This design comes from an exercise in tuning for small area on the open sky130 flow, not from production work. Function was checked by simulation only, so behaviour that the tests miss may differ from the original. Power figures rest on the tool's default switching activity, not on a simulated workload. The clock port is modelled as an ideal driver; clocking choices that lean on that would not hold on a real chip.

File: flow/flow/run.sh
#!/bin/bash
set -euo pipefail
bash standard.sh \
  BUFFER_PORTS_ARGS="-buffer_cell sky130_fd_sc_hd__buf_1" \
  CTS_ARGS="-sink_clustering_enable -repair_clock_nets -dont_use_dummy_load -buf_list sky130_fd_sc_hd__clkbuf_16 -sink_clustering_size 30 -sink_clustering_max_diameter 80" \
  finish > flow_make.log 2>&1
File: flow/standard.sh
#!/bin/bash
# synth_recipe.tcl (not shown) runs the flow's synth.tcl, then flattens the netlist and writes it again
# the make line also repeats each setting of config.mk as NAME=value (left out here)
make -C /OpenROAD-flow-scripts/flow DESIGN_CONFIG=/design/flow/config.mk WORK_HOME=/design/flow/orfs CLKGATE_MAP_FILE= SYNTH_SCRIPT=/design/flow/synth_recipe.tcl "${@:-finish}"
File: flow/config.mk
export PLATFORM = sky130hd
export DESIGN_NAME = mpu_core_p
export DESIGN_NICKNAME = mpu_core_p
export VERILOG_FILES = /design/flow/design.v
export SDC_FILE = /design/flow/constraint.sdc
export NUM_CORES = 4
export LEC_CHECK = 0
export CAP_MARGIN = 20
export CORE_MARGIN = 2
export CORE_UTILIZATION = 72
export PLACE_DENSITY = 0.82
export SLEW_MARGIN = 20
export SYNTH_HIERARCHICAL = 1
export SYNTH_MINIMUM_KEEP_SIZE = 0
File: flow/constraint.sdc
create_clock -name core_clock -period 10.0 [get_ports {iClk}]
set_input_delay 2.0000 -clock core_clock [delete_from_list [all_inputs] [get_ports {iClk}]]
set_output_delay 2.0000 -clock core_clock [all_outputs]
set_load 0.01 [all_outputs]
File: flow/design.v
package mpu_pkg;
  typedef enum logic [2:0] {
    S_IDLE     = 3'd0,
    S_FETCH    = 3'd1,
    S_OPERAND  = 3'd2,
    S_EXEC     = 3'd3,
    S_WAIT_IN  = 3'd4,
    S_WAIT_OUT = 3'd5,
    S_HALT     = 3'd6
  } stateT;
  localparam logic [3:0] OP_NOP = 4'h0;
  localparam logic [3:0] OP_LDA = 4'h1;
  localparam logic [3:0] OP_STA = 4'h2;
  localparam logic [3:0] OP_ADD = 4'h3;
  localparam logic [3:0] OP_SUB = 4'h4;
  localparam logic [3:0] OP_AND = 4'h5;
  localparam logic [3:0] OP_OR  = 4'h6;
  localparam logic [3:0] OP_XOR = 4'h7;
  localparam logic [3:0] OP_INC = 4'h8;
  localparam logic [3:0] OP_DEC = 4'h9;
  localparam logic [3:0] OP_JMP = 4'hA;
  localparam logic [3:0] OP_JZ  = 4'hB;
  localparam logic [3:0] OP_JNZ = 4'hC;
  localparam logic [3:0] OP_IN  = 4'hD;
  localparam logic [3:0] OP_OUT = 4'hE;
  localparam logic [3:0] OP_HLT = 4'hF;
endpackage
import mpu_pkg::*;
module mpu_alu
#(
  parameter int DATA_W = 8
) (
  input  logic [3:0]        op,
  input  logic [DATA_W-1:0] a,
  input  logic [DATA_W-1:0] b,
  output logic [DATA_W-1:0] res,
  output logic              carry
);
  logic              useB, invB, cin;
  logic [DATA_W-1:0] y, x, g, p;
  logic [DATA_W:0]   c;
  assign useB = !op[3];
  assign invB = op[2] | (op[3] & op[0]);
  assign cin  = op[2] | (op[3] & !op[0]);
  assign y    = ({DATA_W{useB}} & b) ^ {DATA_W{invB}};
  logic [DATA_W:0] sum;
  assign sum = {1'b0, a} + {1'b0, y} + {{DATA_W{1'b0}}, cin};
  assign c   = {sum[DATA_W], {DATA_W{1'b0}}};
  assign carry = c[DATA_W] ^ op[2];
  assign g = a & b;
  assign p = a | b;
  assign x = a ^ b;
  always_comb begin
    case (op)
      OP_AND:  res = g;
      OP_OR:   res = p;
      OP_XOR:  res = x;
      OP_LDA:  res = b;
      default: res = sum[DATA_W-1:0];
    endcase
  end
endmodule
import mpu_pkg::*;
module mpu_core_p
#(
  parameter int DATA_W = 8,
  parameter int ADDR_W = 8
) (
  input  logic              iClk,
  input  logic              iRst,
  input  logic              iStart,
  input  logic              iLoadEn,
  input  logic [ADDR_W-1:0] iLoadAddr,
  input  logic [DATA_W-1:0] iLoadData,
  input  logic [DATA_W-1:0] iInData,
  input  logic              iInValid,
  output logic              oInReady,
  output logic [DATA_W-1:0] oOutData,
  output logic              oOutValid,
  input  logic              iOutReady,
  output logic [ADDR_W-1:0] oPC,
  output logic [DATA_W-1:0] oAcc,
  output logic [DATA_W-1:0] oIR,
  output logic [2:0]        oState,
  output logic              oZero,
  output logic              oSign,
  output logic              oCarry,
  output logic              oHalt,
  output logic              oBusy
);
  localparam int DEPTH = 2 ** ADDR_W;
  mpu_pkg::stateT    state;
  logic [ADDR_W-1:0] pc, arg, addr;
  logic [DATA_W-1:0] acc, ir;
  logic [DATA_W-1:0] mem [0:DEPTH-1];
  logic [DATA_W-1:0] rdata, wdata, aluRes, accNext;
  logic [DEPTH-1:0]  wordSel, wordSelN;
  logic [DATA_W-1:0] memD [0:DEPTH-1];
  logic [3:0]        op;
  logic              aluCarry, zeroNext;
  logic              loadOk, inExec, memWe, fetchHasArg;
  assign op     = ir[3:0];
  logic loadOkQ, inExecQ;
  assign loadOk = loadOkQ;
  assign inExec = inExecQ;
  assign addr   = loadOk ? iLoadAddr : (inExec ? arg : pc);
  assign memWe  = loadOk ? iLoadEn : (inExec && (op == OP_STA));
  assign wdata  = memWe ? (loadOk ? iLoadData : acc) : rdata;
  logic [15:0] hi, lo;
  always_comb begin
    for (int j = 0; j < 16; j++) begin
      hi[j] = (addr[7:4] == j[3:0]);
      lo[j] = (addr[3:0] == j[3:0]);
    end
  end
  logic [DATA_W-1:0] rdPart [0:85];
  genvar w, b, k;
  generate
    for (w = 0; w < DEPTH; w++) begin : gWord
      mpu_nand2 uSelN (.a(hi[w / 16]), .b(lo[w % 16]), .y(wordSelN[w]));
      mpu_inv   uSel  (.a(wordSelN[w]), .y(wordSel[w]));
      for (b = 0; b < DATA_W; b++) begin : gBitCell
        mpu_ao22 uHold (.a1(mem[w][b]), .a2(wordSelN[w]), .b1(wdata[b]), .b2(wordSel[w]),
                        .y(memD[w][b]));
      end
      always_ff @(posedge iClk) begin
        mem[w] <= memD[w];
      end
    end
    for (b = 0; b < DATA_W; b++) begin : gBit
      for (k = 0; k < 85; k++) begin : gPart
        mpu_aoi222 uAoi (
          .a0(mem[3*k][b]),   .s0(wordSel[3*k]),
          .a1(mem[3*k+1][b]), .s1(wordSel[3*k+1]),
          .a2(mem[3*k+2][b]), .s2(wordSel[3*k+2]),
          .y (rdPart[k][b])
        );
      end
      mpu_nand2 uLast (.a(mem[255][b]), .b(wordSel[255]), .y(rdPart[85][b]));
    end
  endgenerate
  always_comb begin
    rdata = '1;
    for (int i = 0; i < 86; i++)
      rdata = rdata & rdPart[i];
    rdata = ~rdata;
  end
  assign fetchHasArg = ((rdata[3:0] >= OP_LDA) && (rdata[3:0] <= OP_XOR)) ||
                       ((rdata[3:0] >= OP_JMP) && (rdata[3:0] <= OP_JNZ));
  mpu_alu #(.DATA_W(DATA_W)) uAlu (
    .op   (op),
    .a    (acc),
    .b    (rdata),
    .res  (aluRes),
    .carry(aluCarry)
  );
  assign accNext  = (state == S_WAIT_IN) ? iInData : aluRes;
  assign zeroNext = (accNext == '0);
  always_ff @(posedge iClk) begin
    arg <= rdata;
  end
  mpu_pkg::stateT stateNext;
  always_comb begin
    stateNext = state;
    case (state)
      S_IDLE, S_HALT: if (iStart) stateNext = S_FETCH;
      S_FETCH:        stateNext = fetchHasArg ? S_OPERAND : S_EXEC;
      S_OPERAND:      stateNext = S_EXEC;
      S_EXEC: begin
        case (op)
          OP_IN:   stateNext = S_WAIT_IN;
          OP_OUT:  stateNext = S_WAIT_OUT;
          OP_HLT:  stateNext = S_HALT;
          default: stateNext = S_FETCH;
        endcase
      end
      S_WAIT_IN:  if (iInValid)  stateNext = S_FETCH;
      S_WAIT_OUT: if (iOutReady) stateNext = S_FETCH;
      default:    stateNext = S_IDLE;
    endcase
  end
  always_ff @(posedge iClk or negedge iRst) begin
    if (!iRst) begin
      state   <= S_IDLE;
      loadOkQ <= 1'b1;
      inExecQ <= 1'b0;
    end else begin
      state   <= stateNext;
      loadOkQ <= (stateNext == S_IDLE) || (stateNext == S_HALT);
      inExecQ <= (stateNext == S_EXEC);
    end
  end
  always_ff @(posedge iClk or negedge iRst) begin
    if (!iRst) begin
      pc       <= '0;
      acc      <= '0;
      ir       <= '0;
      oOutData <= '0;
      oZero    <= 1'b0;
      oSign    <= 1'b0;
      oCarry   <= 1'b0;
    end else begin
      case (state)
        S_IDLE, S_HALT: begin
          if (iStart) pc <= '0;
        end
        S_FETCH: begin
          ir <= rdata;
          pc <= pc + 1'b1;
        end
        S_OPERAND: begin
          pc <= pc + 1'b1;
        end
        S_EXEC: begin
          case (op)
            OP_LDA, OP_ADD, OP_SUB, OP_AND, OP_OR, OP_XOR, OP_INC, OP_DEC: begin
              acc   <= accNext;
              oZero <= zeroNext;
              oSign <= accNext[DATA_W-1];
              if ((op == OP_ADD) || (op == OP_SUB)) oCarry <= aluCarry;
            end
            OP_JMP: pc <= arg;
            OP_JZ:  if (oZero)  pc <= arg;
            OP_JNZ: if (!oZero) pc <= arg;
            OP_OUT: oOutData <= acc;
            default: ;
          endcase
        end
        S_WAIT_IN: begin
          if (iInValid) begin
            acc   <= accNext;
            oZero <= zeroNext;
            oSign <= accNext[DATA_W-1];
          end
        end
        default: ;
      endcase
    end
  end
  assign oInReady  = (state == S_WAIT_IN);
  assign oOutValid = (state == S_WAIT_OUT);
  assign oHalt     = (state == S_HALT);
  assign oBusy     = (state == S_FETCH) || (state == S_OPERAND) || (state == S_EXEC) ||
                     (state == S_WAIT_IN) || (state == S_WAIT_OUT);
  assign oPC    = pc;
  assign oAcc   = acc;
  assign oIR    = ir;
  assign oState = state;
endmodule
module mpu_inv (
  input  logic a,
  output logic y
);
  assign y = ~a;
endmodule
module mpu_nand2 (
  input  logic a,
  input  logic b,
  output logic y
);
  assign y = ~(a & b);
endmodule
module mpu_aoi222 (
  input  logic a0, s0,
  input  logic a1, s1,
  input  logic a2, s2,
  output logic y
);
  assign y = ~((a0 & s0) | (a1 & s1) | (a2 & s2));
endmodule
module mpu_ao22 (
  input  logic a1, a2,
  input  logic b1, b2,
  output logic y
);
  assign y = (a1 & a2) | (b1 & b2);
endmodule
==> flow_metrics.py <==
metrics = {
    "routing": {
        "vias_per_cell": 7.98,
        "wirelength_um": 244000,
        "num_vias": 62600,
        "ant_nets": 0,
        "drc": 0,
        "drt_iter0_markers": 11700,
        "detail_route.wl_per_cell_um": 31.1,
        "dr.pass1.iters": 15,
    },
    "clocking": {
        "ctsResizeCount": 0,
        "clk_latency_ns": 0.72,
        "holdBufCountCts": 0,
        "h-tree-depth": 3,
        "cts_setup_buffers": 0,
        "cts_made_buffers": 80,
        "cts_buffer_depth": 3,
        "clock_sinks": 2095,
        "cts_tree": "yes",
        "cts_root_buf": "clkbuf_16",
        "clk_pin_slew_ns": 0.08,
    },
    "sta": {
        "period_minus_slack_ns": 9.59,
        "skew_ns": 0.0616,
        "finalCritPeriodShare_pct": 95.9,
        "setup_viol": 0,
        "layout_setup_ws_ns": 0.407,
        "drv_slew": 0,
        "rsz0062_at_grt": "false",
        "worst_pin_slew_ns": 1.43,
        "fmax_ghz": 0.104,
        "hold_viol": 0,
        "relSlewSlack_pct": 4.43,
    },
    "cells_and_area": {
        "finalInstanceArea_um2": 79600,
        "syn_to_final_growth_pct": 7.93,
        "nFillCells": 6533,
        "mostFrequentLayoutCell": "dfxtp_1",
        "nets": 6529,
        "final_layout_size_suffix_gt1_share_pct": 5.39,
        "final_cell_mix": "dfxtp_1 (2056), a22o_1 (2049), a222oi_1 (683)",
    },
    "placement": {
        "dpl.hpwl_um": 162000,
        "place_congestion": 1.04,
        "dpl_cell_area_um2": 77500,
        "dp_slack_ns": 0.415,
        "port_buffers": 71,
    },
    "synthesis": {
        "synth_ff_type": "dfxtp_1",
        "synth_edf_count": 0,
        "synth_nets": 6189,
        "postSynth.asyncResetShare_pct": 1.86,
        "ys_warn_count": 12,
        "syn_area_um2": 73700,
        "yosysSeqAreaShare_pct": 57.2,
        "post_synth.cell_area_avg_um2": 12.0,
        "ys_types": 72,
        "ys_ff_latch": 2095,
        "synthCells": 6133,
    },
    "floorplan": {
        "start_util_pct": 72.6,
        "pin_count": 72,
        "die_area_um2": 105000,
        "die_w_um": 324,
        "core_area_um2": 102000,
        "fp.dieH_um": 324,
        "rows": 117,
    },
    "setup_path": {
        "start_kind": "input port",
        "cp_slowest_stage_delay_ns": 0.84,
        "setup.worst_path.end_class": "flip-flop",
        "r2r_slack_ns": 0.69,
        "slowest_stage": "nor4_1",
        "crit_fanout": 16,
        "cp_common_cell": "nand2_1",
        "arrival_ns": 10.19,
        "critical_path_required_ns": 10.60,
        "critical_path_class": "input port to flip-flop",
    },
    "pwr": {
        "leakagePower_nw": 31.9,
        "p_per_area_nw_per_um2": 214,
        "ir_drop_v": 0.000419,
    },
    "grt": {
        "grt_pass1_wl_um": 357000,
        "grt_usage_pct": 44.3,
        "overflow": 0,
        "antenna_found_initial": 8,
        "grt_pass1_vias": 55300,
        "grt_max_degree": 197,
    },
    "run": {
        "drv_cap": 0,
    },
    "run_status": {
        "status": "no timing/DRC/antenna violations",
    },
    "hold_path": {
        "hold_path.class": "flip-flop to flip-flop",
    },
}
-- path summary, 6_finish.rpt --
| kind | start | to | cells after the start |
|---|---|---|---|
| min in group asynchronous | iRst | ir[7]$_DFFE_PN0P_ | 1 |
| worst min-delay path | oOutData[5]$_DFFE_PN0P_ | oOutData[5]$_DFFE_PN0P_ | 1 |
| worst max-delay path | iLoadAddr[3] | oZero$_DFFE_PN0P_ | 29 |
| worst max register to register | loadOkQ$_DFF_PN1_ | oZero$_DFFE_PN0P_ | 28 |
| max in group asynchronous | iRst | oCarry$_DFFE_PN0P_ | 1 |
| worst min register to register | oOutData[5]$_DFFE_PN0P_ | oOutData[5]$_DFFE_PN0P_ | 1 |
-- modules after synthesis (local to each module, per instance), a selection --
| module | copies in the design | flip-flops and latches | area (µm²) |
|---|---|---|---|
| mpu_ao22 | 2048 | 0 | 8.76 |
| mpu_aoi222 | 680 | 0 | 10.0 |
| mpu_core_p | 1 | 2095 | 45900 |
| mpu_inv | 256 | 0 | 3.75 |
| mpu_nand2 | 264 | 0 | 3.75 |
-- kinds of logic after synthesis --
kind of cell / synth area share (%)
AO/OA/AOI/OAI: 34.7
XOR/XNOR: 0.154
adder cells (fa/ha/maj): 0.475
buffers and inverters: 1.65
flip-flops: 57.2
multiplexers: 0.531
AND/OR/NAND/NOR: 5.33
-- worst max-delay path, delay by kind of cell --
| kind | cells | cell delay, ns |
|---|---|---|
| AND/OR/NAND/NOR | 14 | 4.55 |
| AO/OA/AOI/OAI | 7 | 1.45 |
| buffers and inverters | 5 | 1.09 |
| adder cells (fa/ha/maj) | 2 | 0.91 |
| XOR/XNOR | 1 | 0.18 |
-- cells in the mapped netlist, drive strengths merged (4+ instances only) --
library cell  count  area share [%]
a21oi            16            0.11
a222oi          683             9.3
a22o           2052              24
and3              6           0.053
buf               8           0.073
clkbuf           14           0.071
dfrtp            38             1.3
dfxtp          2056              56
ha               24            0.41
inv             295             1.5
mux2             17            0.26
mux2i            20            0.27
nand2           340             1.7
nand2b            5           0.046
nand3            12           0.081
nand4           253             2.1
nor2             65            0.33
nor2b             4           0.034
nor3             10           0.075
nor3b             4           0.041
nor4             64            0.56
o211ai            4           0.041
o21a              8           0.081
o21ai            61            0.41
o22ai             6           0.051
or4               9           0.092
xnor2             4           0.048
xor2              9            0.11
-- power by group --
group | leakage (nW) | switching [mW] | total (mW) | internal [mW]
combinational | 13.9 | 3.12 | 4.01 | 0.892
clock | 0.986 | 2.46 | 3.91 | 1.45
sequential | 17.1 | 0.331 | 9.12 | 8.79
total | 31.9 | 5.90 | 17.0 | 11.1
-- layout make-up --
cell class	instances	area [µm²]	share of cell area, %
Antenna cell	6	15.0	0.0189
Inverter	295	1110	1.39
Tap cell	1368	1710	2.15
Sequential cell	2095	42100	53.0
Multi-Input combinational cell	3721	30600	38.5
Clock buffer	80	2000	2.52
Timing Repair Buffer	280	1980	2.49
-- flip-flops by register name, summed over array words and instances, names as in the netlist, 3 cells and up --
register	cells
pc	8
ir	8
oOutData	8
acc	7
arg	8
state	3
mem	2048
-- routing by layer --
metal | up-vias | GRT usage, % | part of all wire (%)
li1 | 26700 | - | -
met1 | 30700 | 61.5 | 38
met2 | 4445 | 62.2 | 41
met3 | 726 | 13.4 | 14
met4 | 12 | 23.2 | 6.4
met5 | - | 0 | 0.047
-- stage by stage --
step                      total power, mW  hold slack [ns]  instances  util [%]  setup TNS (ns)
final                                17.0            0.491       7845      78.3               0
after global placement               13.0            0.465       7753      76.2               0
after CTS                            16.8            0.491       7835      78.2               0
after detailed placement             13.0            0.470       7755      76.3               0
after global routing                 17.4            0.504       7839      78.3               0
after floorplan                      11.2            0.455       6133         -        -2312.84

port drivers added, routing unchanged:
No port has a modelled driver above. Below, the same layout with a new extraction and two added sets of constraints.
Step 1: set_driving_cell puts a clkbuf_16 on iClk and a buf_2 on each other input, an assumption about the parent block.
Step 2, shift: input delay + t, output delay - t, t = (earliest + latest rising clock arrival at the registers) / 2. This alone moves slack from input paths to output paths.
Three values: no drivers, after step 1, after step 2; two values: the first two.
t, ns: 0.775
setup slack, ns: 0.407 / 0.466 / -0.309
worst setup path at the end: input to register
slew at the worst register clock pin (ns): 0.12 / 0.12
pins driven straight from the clock port: 1
Met with ideal ports but missed after step 2: setup timing in this run. The setup slack of this run moves by +0.059 ns with the drivers and by -0.716 ns with both steps.
